Background: an optimization exercise with open tools, aiming at small area, a short achievable clock period and few clock cycles. Do not read the settings as production practice.
The RTL was checked by simulation tests, not by an equivalence proof against the original design.

Design euclid_top, start of the top module:
module euclid_top
(
  input  wire logic        cr_intf,
  input  wire logic        rst_n,
  input  wire logic        job_start,
  input  wire logic        job_shape,       
  input  wire logic [7:0]  job_p0_x,
  input  wire logic [7:0]  job_p0_y,
  input  wire logic [7:0]  job_p1_x,
  input  wire logic [7:0]  job_p1_y,
  input  wire logic [7:0]  job_p2_x,
  input  wire logic [7:0]  job_p2_y,
  input  wire logic [15:0] job_color,
  input  wire logic [2:0]  job_bzdepth,
  input  wire logic        pxl_ready,
  output logic             busy,
  output logic             job_done,
  output logic             pxl_valid,
  output logic [7:0]       pxl_x,
  output logic [7:0]       pxl_y,
  output logic [15:0]      pxl_color
);
Size: about 1,200 cells after synthesis, roughly 140 flip-flops, roughly 110 I/O pins.
export LEC_CHECK = 0
export CAP_MARGIN = 20
export CORE_MARGIN = 2
export CORE_UTILIZATION = 40
export CTS_BUF_LIST = sky130_fd_sc_hd__clkbuf_8
export SETUP_SLACK_MARGIN = 1.8
export SLEW_MARGIN = 20
create_clock -name core_clock -period 5.5 [get_ports {cr_intf}]
run.sh (not shown) runs the stock make flow with config.mk's settings and CLKGATE_MAP_FILE= SYNTH_SCRIPT=/design/flow/synth_recipe.tcl, a recipe that flattens the netlist after the stock synthesis.
The baseline passed the timing, design-rule and antenna checks.
Testbench counts at the start, summed over its fixed seeds: cycles 68,592.
==> next run, changes <==
==> flow/flow/run.sh (new file) <==
#!/bin/bash
# Standard layout, with plain buf_2 cells (instead of the default delay-buffer
# cell) for the port buffers. Full make output goes to make.log.
set -euo pipefail
export BUFFER_PORTS_ARGS="-buffer_cell sky130_fd_sc_hd__buf_2"
bash standard.sh > make.log 2>&1
==> flow/standard.sh (new file) <==
#!/bin/bash
# synth_recipe.tcl (not shown) runs the flow's synth.tcl, then flattens the netlist and writes it again
# the make line also repeats each setting of config.mk as NAME=value (left out here)
make -C /OpenROAD-flow-scripts/flow DESIGN_CONFIG=/design/flow/config.mk WORK_HOME=/design/flow/orfs CLKGATE_MAP_FILE= SYNTH_SCRIPT=/design/flow/synth_recipe.tcl "${@:-finish}"
SETUP_SLACK_MARGIN = 1.4   (was 1.8)
removed: flow/run.sh
Fmax is lower by 7.1%.
First-iteration DRC count is higher by 19%.
Global-route usage is lower by 0.70 points.

* * *

## run 1
The RTL this note starts from:
==> flow/design.v <==
`default_nettype none
package euclid_pkg;
  localparam int X_W = 8;
  localparam int Y_W = 8;
endpackage
`default_nettype wire
`timescale 1ns/1ps
`default_nettype none
module euclid_top
(
  input  wire logic        cr_intf,
  input  wire logic        rst_n,
  input  wire logic        job_start,
  input  wire logic        job_shape,       
  input  wire logic [7:0]  job_p0_x,
  input  wire logic [7:0]  job_p0_y,
  input  wire logic [7:0]  job_p1_x,
  input  wire logic [7:0]  job_p1_y,
  input  wire logic [7:0]  job_p2_x,
  input  wire logic [7:0]  job_p2_y,
  input  wire logic [15:0] job_color,
  input  wire logic [2:0]  job_bzdepth,
  input  wire logic        pxl_ready,
  output logic             busy,
  output logic             job_done,
  output logic             pxl_valid,
  output logic [7:0]       pxl_x,
  output logic [7:0]       pxl_y,
  output logic [15:0]      pxl_color
);
  assign pxl_color = job_color;
  logic start_c;
  assign start_c = job_start & ~busy;
  logic [1:0] lp_c;
  always_comb
  begin
    case (job_bzdepth)
      3'd0, 3'd1: lp_c = 2'd0;
      3'd2:       lp_c = 2'd1;
      default:    lp_c = 2'd2;
    endcase
  end
  logic       g_act;
  logic [1:0] g_lvl;         
  logic       g_st;          
  logic [1:0] g_j;           
  logic [1:0] g_e;           
  logic [7:0] ta_x, ta_y, tb_x, tb_y, tc_x, tc_y;
  function automatic logic [7:0] mid(input logic [7:0] a, input logic [7:0] b);
    logic [8:0] s;
    logic       cy;
    cy = 1'b0;
    for (int i = 0; i < 8; i++)
    begin
      s[i] = a[i] ^ b[i] ^ cy;
      cy   = (a[i] & b[i]) | (cy & (a[i] ^ b[i]));
    end
    s[8] = cy;
    mid  = s[8:1];
  endfunction
  function automatic logic [7:0] step1(input logic [7:0] x, input logic up);
    logic t;
    t = 1'b1;
    for (int i = 0; i < 8; i++)
    begin
      step1[i] = x[i] ^ t;
      t        = t & (x[i] ^ ~up);
    end
  endfunction
  logic [7:0] mab_x, mab_y, mbc_x, mbc_y;
  assign mab_x = mid(ta_x, tb_x);
  assign mab_y = mid(ta_y, tb_y);
  assign mbc_x = mid(tb_x, tc_x);
  assign mbc_y = mid(tb_y, tc_y);
  logic       g_emit;        
  logic       g_jlast;
  logic       g_last;
  logic       g_dir;
  logic [7:0] g_ep_x, g_ep_y;
  logic       g_take;
  assign g_emit  = g_act & (g_lvl == lp_c);
  assign g_jlast = (lp_c == 2'd0) | ((lp_c == 2'd1) & g_j[0]) | (g_j == 2'd3);
  assign g_last  = (g_e == 2'd3) & g_jlast;
  assign g_dir   = ((lp_c == 2'd2) & (g_lvl == 2'd0)) ? g_j[1] : g_j[0];
  always_comb
  begin
    case (g_e)
      2'd0, 2'd1: begin g_ep_x = mab_x; g_ep_y = mab_y; end
      2'd2:       begin g_ep_x = tb_x;  g_ep_y = tb_y;  end
      default:    begin g_ep_x = tc_x;  g_ep_y = tc_y;  end
    endcase
  end
  logic       ne_v, ne_last;
  logic [7:0] ne_x, ne_y;
  logic       ne_take;
  assign g_take = g_emit & (~ne_v | ne_take);
  logic [7:0] ps_x, ps_y;    
  logic [7:0] en_x, en_y;    
  logic [7:0] dx, dy;
  logic       sx, sy;
  logic signed [9:0] err;
  logic       cur_last;
  assign pxl_x = ps_x;
  assign pxl_y = ps_y;
  logic at_end, accept, line_free;    
  logic [7:0] xm, ym;
  logic       eq_x, eq_y;
  assign xm   = step1(ps_x, sx);
  assign ym   = step1(ps_y, sy);
  assign eq_x = step_x ? (xm == en_x) : (ps_x == en_x);
  assign eq_y = step_y ? (ym == en_y) : (ps_y == en_y);
  assign accept    = pxl_valid & pxl_ready;
  assign job_done  = accept & at_end & cur_last;
  assign line_free = ~pxl_valid | (accept & at_end & ~cur_last);
  assign ne_take   = busy & line_free & ne_v;
  logic [8:0] ddx_a, ddx_b, ddy_a, ddy_b;
  logic [7:0] ndx, ndy;
  logic       nsx, nsy;
  assign ddx_a = {1'b0, ne_x} - {1'b0, en_x};
  assign ddx_b = {1'b0, en_x} - {1'b0, ne_x};
  assign ddy_a = {1'b0, ne_y} - {1'b0, en_y};
  assign ddy_b = {1'b0, en_y} - {1'b0, ne_y};
  assign nsx   = ~ddx_a[8];
  assign nsy   = ~ddy_a[8];
  assign ndx   = nsx ? ddx_a[7:0] : ddx_b[7:0];
  assign ndy   = nsy ? ddy_a[7:0] : ddy_b[7:0];
  logic signed [10:0] tx, ty;
  logic step_x, step_y;
  logic signed [9:0] err_x, err_y, err_xy, err_nx;
  assign tx     = {err, 1'b0};                            
  assign ty     = -$signed({3'b000, dy});
  assign step_x = (tx > ty);                              
  assign step_y = (tx < $signed({3'b000, dx}));           
  assign err_x  = err - $signed({2'b00, dy});
  assign err_y  = err + $signed({2'b00, dx});
  assign err_xy = err + $signed({2'b00, dx}) - $signed({2'b00, dy});
  assign err_nx = ({10{step_x &  step_y}} & err_xy) |
                  ({10{step_x & ~step_y}} & err_x) |
                  ({10{~step_x}}          & err_y);
  always_ff @(posedge cr_intf or negedge rst_n)
  begin
    if (!rst_n)
    begin
      busy      <= 1'b0;
      pxl_valid <= 1'b0;
      ne_v      <= 1'b0;
      g_act     <= 1'b0;
    end
    else
    begin
      if (start_c)
      begin
        busy      <= 1'b1;
        pxl_valid <= 1'b0;
        ne_v      <= ~job_shape | (job_bzdepth == 3'd0);
        g_act     <= job_shape;
      end
      else
      begin
        if (job_done)
        begin
          busy      <= 1'b0;
          pxl_valid <= 1'b0;
        end
        else if (busy & line_free)
          pxl_valid <= ne_v;
        if (g_take)
          ne_v <= 1'b1;
        else if (ne_take)
          ne_v <= 1'b0;
        if (g_take & g_last)
          g_act <= 1'b0;
      end
    end
  end
  always_ff @(posedge cr_intf)
  begin
    if (start_c)
    begin
      ps_x     <= job_p0_x;
      ps_y     <= job_p0_y;
      en_x     <= job_p0_x;
      en_y     <= job_p0_y;
      ne_x     <= job_p1_x;
      ne_y     <= job_p1_y;
      ne_last  <= ~job_shape;
      ta_x     <= job_p0_x;
      ta_y     <= job_p0_y;
      tb_x     <= job_p1_x;
      tb_y     <= job_p1_y;
      tc_x     <= job_p2_x;
      tc_y     <= job_p2_y;
      g_lvl    <= 2'd0;
      g_e      <= (job_bzdepth == 3'd0) ? 2'd3 : 2'd0;
      g_st     <= 1'b0;
      g_j      <= 2'd0;
    end
    else
    begin
      if (g_act & ~g_emit)
      begin
        g_st <= ~g_st;
        if (!g_st)
        begin
          if (g_dir)
          begin
            ta_x <= mab_x; ta_y <= mab_y;
            tb_x <= mbc_x; tb_y <= mbc_y;
          end
          else
          begin
            tb_x <= mab_x; tb_y <= mab_y;
            tc_x <= mbc_x; tc_y <= mbc_y;
          end
        end
        else
        begin
          g_lvl <= g_lvl + 2'd1;
          if (g_dir)
          begin
            ta_x <= mab_x; ta_y <= mab_y;
          end
          else
          begin
            tc_x <= mbc_x; tc_y <= mbc_y;
          end
        end
      end
      else if (g_take)
      begin
        g_e <= g_e + 2'd1;
        if (g_e == 2'd0)
        begin
          ta_x <= mab_x; ta_y <= mab_y;
          tb_x <= mbc_x; tb_y <= mbc_y;
        end
        if (g_e == 2'd3)
        begin
          g_j   <= g_j + 2'd1;
          g_lvl <= 2'd0;
          ta_x  <= job_p0_x; ta_y <= job_p0_y;
          tb_x  <= job_p1_x; tb_y <= job_p1_y;
          tc_x  <= job_p2_x; tc_y <= job_p2_y;
        end
      end
      if (g_take)
      begin
        ne_x    <= g_ep_x;
        ne_y    <= g_ep_y;
        ne_last <= g_last;
      end
      if (ne_take)
      begin
        en_x     <= ne_x;
        en_y     <= ne_y;
        dx       <= ndx;
        dy       <= ndy;
        sx       <= nsx;
        sy       <= nsy;
        err      <= $signed({2'b00, ndx}) - $signed({2'b00, ndy});
        cur_last <= ne_last;
        at_end   <= (ne_x == en_x) & (ne_y == en_y);
      end
      else if (accept & ~at_end)
      begin
        err    <= err_nx[9:0];
        at_end <= eq_x & eq_y;
        if (step_x)
          ps_x <= xm;
        if (step_y)
          ps_y <= ym;
      end
    end
  end
endmodule
`default_nettype wire
clock: 5.5 ns
lec_check: 0
cap_margin: 20
core_margin: 2
core_utilization: 40
cts_buf_list: sky130_fd_sc_hd__clkbuf_8
setup_slack_margin: 1.6
slew_margin: 20
standard.sh (not shown) runs the stock make flow with config.mk's settings and CLKGATE_MAP_FILE= SYNTH_SCRIPT=/design/flow/synth_recipe.tcl, a recipe that flattens the netlist after the stock synthesis.
==> flow/flow/run.sh <==
#!/bin/bash
# Standard layout, with plain buf_2 cells (instead of the default delay-buffer
# cell) for the port buffers, and no dummy clock loads in CTS. Full make
# output goes to make.log.
set -euo pipefail
export BUFFER_PORTS_ARGS="-buffer_cell sky130_fd_sc_hd__buf_2"
export CTS_ARGS="-sink_clustering_enable -repair_clock_nets -buf_list sky130_fd_sc_hd__clkbuf_8 -dont_use_dummy_load"
bash standard.sh > make.log 2>&1
Run 1 finished all stages; the layout is clean.
Testbench counts of run 1, summed over its fixed seeds: cycles 68,592.
### run 1 -> run 2
Settings: SETUP_SLACK_MARGIN changed from 1.6 to 2.0.
==> flow/run.sh (new file) <==
#!/bin/bash
# synth_recipe.tcl (not shown) runs the flow's synth.tcl, then flattens the netlist and writes it again
# the make line also repeats each setting of config.mk as NAME=value (left out here)
make -C /OpenROAD-flow-scripts/flow DESIGN_CONFIG=/design/flow/config.mk WORK_HOME=/design/flow/orfs CLKGATE_MAP_FILE= SYNTH_SCRIPT=/design/flow/synth_recipe.tcl finish
removed: flow/flow/run.sh
removed: flow/standard.sh
### Flow results
- Run 2: full flow OK, the timing, design-rule and antenna checks passed
- Clock-pin slew on the worst setup and hold paths delta (run 1 -> run 2): insignificant
- Run 2 vs run 1: tightest hold margin down
- When run 2 is set beside run 1, its met3 usage in global routing turns out to be 0.26 points smaller.
- Sort run 1 and run 2 by number of nets at the end of the flow desc -> top: run 2
For run 3, these inputs were changed with respect to run 2:
Settings: an added PLACE_DENSITY of 0.8; a change of SETUP_SLACK_MARGIN from 2.0 to 1.6; a change of CORE_UTILIZATION from 40 to 65.
==> flow/flow/run.sh (new file) <==
#!/bin/bash
# Standard layout, with plain buf_2 cells (instead of the default delay-buffer
# cell) for the port buffers. Full make output goes to make.log.
set -euo pipefail
export BUFFER_PORTS_ARGS="-buffer_cell sky130_fd_sc_hd__buf_2"
bash standard.sh > make.log 2>&1
==> flow/standard.sh (new file) <==
#!/bin/bash
# synth_recipe.tcl (not shown) runs the flow's synth.tcl, then flattens the netlist and writes it again
# the make line also repeats each setting of config.mk as NAME=value (left out here)
make -C /OpenROAD-flow-scripts/flow DESIGN_CONFIG=/design/flow/config.mk WORK_HOME=/design/flow/orfs CLKGATE_MAP_FILE= SYNTH_SCRIPT=/design/flow/synth_recipe.tcl "${@:-finish}"
removed: flow/run.sh
### Flow results
- STATUS initial DRC count: run 3 loses against run 2
- NOTE via count of the first global-routing pass run 2->run 3 decreased slightly
- The clock distribution area overhead in the final layout reported for run 3 is greater than that of run 2 by 0.96 points.
> inputs changed (run 3 -> run 4)
Settings: CAP_MARGIN now 5, was 20; PLACE_DENSITY no longer set, was 0.8; CORE_UTILIZATION now 40, was 65; SLEW_MARGIN now 5, was 20.
## What came out
Run 3 → run 4: fraction of layout cells with a size suffix above 1 went down by 1.4 points, stage delay of the slowest cell on the critical path went up by 0.06 ns. Looking at worst setup slack, run 4 sits 0.011 ns below run 3.

* * *

Setup of v8:
RTL: the design.v shown in full above, as it stands there.
==> flow/config.mk <==
export PLATFORM = sky130hd
export DESIGN_NAME = euclid_top
export DESIGN_NICKNAME = euclid_top
export VERILOG_FILES = /design/flow/design.v
export SDC_FILE = /design/flow/constraint.sdc
export NUM_CORES = 4
export LEC_CHECK = 0
export CAP_MARGIN = 20
export CORE_MARGIN = 2
export CORE_UTILIZATION = 40
export CTS_BUF_LIST = sky130_fd_sc_hd__clkbuf_8
export GPL_ROUTABILITY_DRIVEN = 0
export SETUP_SLACK_MARGIN = 1.6
export SLEW_MARGIN = 20
==> flow/constraint.sdc <==
create_clock -name core_clock -period 5.5 [get_ports {cr_intf}]
set_input_delay 1.1000 -clock core_clock [delete_from_list [all_inputs] [get_ports {cr_intf}]]
set_output_delay 1.1000 -clock core_clock [all_outputs]
set_load 0.01 [all_outputs]
==> flow/flow/run.sh <==
#!/bin/bash
# Standard layout, with plain buf_2 cells (instead of the default delay-buffer
# cell) for the port buffers. Full make output goes to make.log.
set -euo pipefail
export BUFFER_PORTS_ARGS="-buffer_cell sky130_fd_sc_hd__buf_2"
bash standard.sh > make.log 2>&1
Testbench counts of v8, summed over its fixed seeds: cycles 68,592.
Inputs modified between v8 and v20:
==> flow/run.sh (new file) <==
#!/bin/bash
# synth_recipe.tcl (not shown) runs the flow's synth.tcl, then flattens the netlist and writes it again
# the make line also repeats each setting of config.mk as NAME=value (left out here)
make -C /OpenROAD-flow-scripts/flow DESIGN_CONFIG=/design/flow/config.mk WORK_HOME=/design/flow/orfs CLKGATE_MAP_FILE= SYNTH_SCRIPT=/design/flow/synth_recipe.tcl finish
diff --git a/flow/config.mk b/flow/config.mk
--- a/flow/config.mk
+++ b/flow/config.mk
@@ -10,5 +10,6 @@
 export CORE_UTILIZATION = 40
 export CTS_BUF_LIST = sky130_fd_sc_hd__clkbuf_8
-export GPL_ROUTABILITY_DRIVEN = 0
+export CTS_CLUSTER_DIAMETER = 80
+export CTS_CLUSTER_SIZE = 40
 export SETUP_SLACK_MARGIN = 1.6
 export SLEW_MARGIN = 20
removed: flow/flow/run.sh
removed: flow/standard.sh
==> comparison <==
- v20 vs. v8: sequential share of layout area fell by 1.3 points; final instance area shows an increase of 470 um^2; worst-case clock skew ~0 delta.
- Any difference in area after synthesis between v8 and v20 is small enough to ignore.
- Sort v20 and v8 by worst setup margin, ascending, and v8 comes first.
Modified inputs, v49 compared to v20
==> flow/flow/run.sh (new file) <==
#!/bin/bash
# Standard layout, with plain buf_2 cells (instead of the default delay-buffer
# cell) for the port buffers. Full make output goes to make.log.
set -euo pipefail
export BUFFER_PORTS_ARGS="-buffer_cell sky130_fd_sc_hd__buf_2"
bash standard.sh > make.log 2>&1
==> flow/standard.sh (new file) <==
#!/bin/bash
# synth_recipe.tcl (not shown) runs the flow's synth.tcl, then flattens the netlist and writes it again
# the make line also repeats each setting of config.mk as NAME=value (left out here)
make -C /OpenROAD-flow-scripts/flow DESIGN_CONFIG=/design/flow/config.mk WORK_HOME=/design/flow/orfs CLKGATE_MAP_FILE= SYNTH_SCRIPT=/design/flow/synth_recipe.tcl "${@:-finish}"
diff --git a/flow/config.mk b/flow/config.mk
--- a/flow/config.mk
+++ b/flow/config.mk
@@ -10,6 +10,4 @@
 export CORE_UTILIZATION = 40
 export CTS_BUF_LIST = sky130_fd_sc_hd__clkbuf_8
-export CTS_CLUSTER_DIAMETER = 80
-export CTS_CLUSTER_SIZE = 40
-export SETUP_SLACK_MARGIN = 1.6
+export SETUP_SLACK_MARGIN = 1.8
 export SLEW_MARGIN = 20
removed: flow/run.sh
--- outcome ---
- Compared v20 against v49; area growth from synthesis to final layout within noise.
- Lower combined global-route utilization of all metal layers among v20 and v49: v49
- v49 ended with more first-iteration DRC count than v20.
- Relative to v20, routed length on met1 has decreased by about 1.8% in v49.
- Higher final critical-path share of the clock period among v20 and v49: v20
- Of the two values seen for launch point of the critical path, dy[3] was produced by v49 and en_y[0] by v20.
- Compared to v20, v49 has non-clock buffer area fraction after layout 1.4 points lower.
- Relative to v20, v49 improves final worst slack.
- From v20 to v49 the numbers moved as follows: cell count moved up; maximum frequency shows an increase of about 0.5%.
Input changes introduced in v23 (baseline for comparison: v49):
diff --git a/flow/config.mk b/flow/config.mk
--- a/flow/config.mk
+++ b/flow/config.mk
@@ -10,4 +10,5 @@
 export CORE_UTILIZATION = 40
 export CTS_BUF_LIST = sky130_fd_sc_hd__clkbuf_8
-export SETUP_SLACK_MARGIN = 1.8
+export SETUP_SLACK_MARGIN = 1.6
 export SLEW_MARGIN = 20
+export TNS_END_PERCENT = 30
==> comparison <==
- On v23: maximum clock frequency is 0.0023 GHz lower than what v49 gave.
- v23 vs. v49: count of plain and timing-repair buffers down 24.
- Global-route usage of v23 is on par with v49.
- On hold violation count in the final report, v23 and v49 are basically level.
- On number of sequential cells in the layout, v23 and v49 are basically level.
- v23 gives less area growth from synthesis to layout than v49 did.
- Detailed router's first-iteration violation count (v23 vs. v49) increases by more than 10%
- Diff v49 -> v23 | number of vias after detailed routing | decrease of about 1.5%
Input-level comparison between v42 and v23:
diff --git a/flow/config.mk b/flow/config.mk
--- a/flow/config.mk
+++ b/flow/config.mk
@@ -6,4 +6,5 @@
 export NUM_CORES = 4
 export LEC_CHECK = 0
+export ABC_AREA = 1
 export CAP_MARGIN = 20
 export CORE_MARGIN = 2
@@ -12,3 +13,2 @@
 export SETUP_SLACK_MARGIN = 1.6
 export SLEW_MARGIN = 20
-export TNS_END_PERCENT = 30
==> notes.md <==
v23 has higher core utilization than v42.
Across both runs, post-layout worst setup margin was higher for v42 than for v23.
Sequential fraction of total cell area ended up 1.3 points lower on v42 than on v23.
v42: final cell area excluding filler cells about 4% above v23
Compared to v23, v42 has die area about 4.5% higher.

[what the ideal ports hide]
How much do the figures lean on ideal ports? The routed layouts below were timed once more, with nothing changed but the port constraints. Step 1 sets driving cells, clkbuf_16 on the clock port and buf_2 on the other inputs (assumed; they add their load-dependent delay and slew). Step 2 moves the port delays by t, midway between the first and last clock arrival at a register: inputs arrive t later, outputs are due t later. That takes back most of the time a late clock gives input paths. a / b / c = no drivers / after step 1 / after step 2; a / b = the first two.
run	shift t [ns]	setup WS [ns]	worst hold slack (ns)	worst data-port slew with drivers (ns)	pins driven straight from the clock port
the first run of note 1	0.497	1.807 / 1.807 / 1.506	0.430 / 0.430 / 0.430	0.07	1
the second run of note 1	0.484	1.523 / 1.523 / 1.523	0.424 / 0.424 / 0.424	0.07	1
run 1	0.487	1.661 / 1.661 / 1.520	0.437 / 0.424 / 0.437	0.07	1
run 2	0.492	1.766 / 1.766 / 1.642	0.423 / 0.423 / 0.423	0.06	1
run 3	0.507	1.688 / 1.688 / 1.491	0.424 / 0.405 / 0.427	0.07	1
run 4	0.487	1.677 / 1.677 / 1.535	0.426 / 0.424 / 0.426	0.07	1
v8	0.487	1.677 / 1.677 / 1.535	0.426 / 0.424 / 0.426	0.07	1
v20	0.497	1.691 / 1.691 / 1.386	0.430 / 0.430 / 0.430	0.07	1
v49	0.494	1.710 / 1.710 / 1.520	0.425 / 0.416 / 0.425	0.07	1
v23	0.487	1.677 / 1.677 / 1.535	0.426 / 0.424 / 0.426	0.07	1
v42	0.504	1.757 / 1.757 / 1.757	0.433 / 0.410 / 0.450	0.06	1
After both steps every run listed still meets setup and hold. For v20, which loses most, drivers alone change the setup slack by 0.000 ns; drivers and shift together by -0.305 ns.
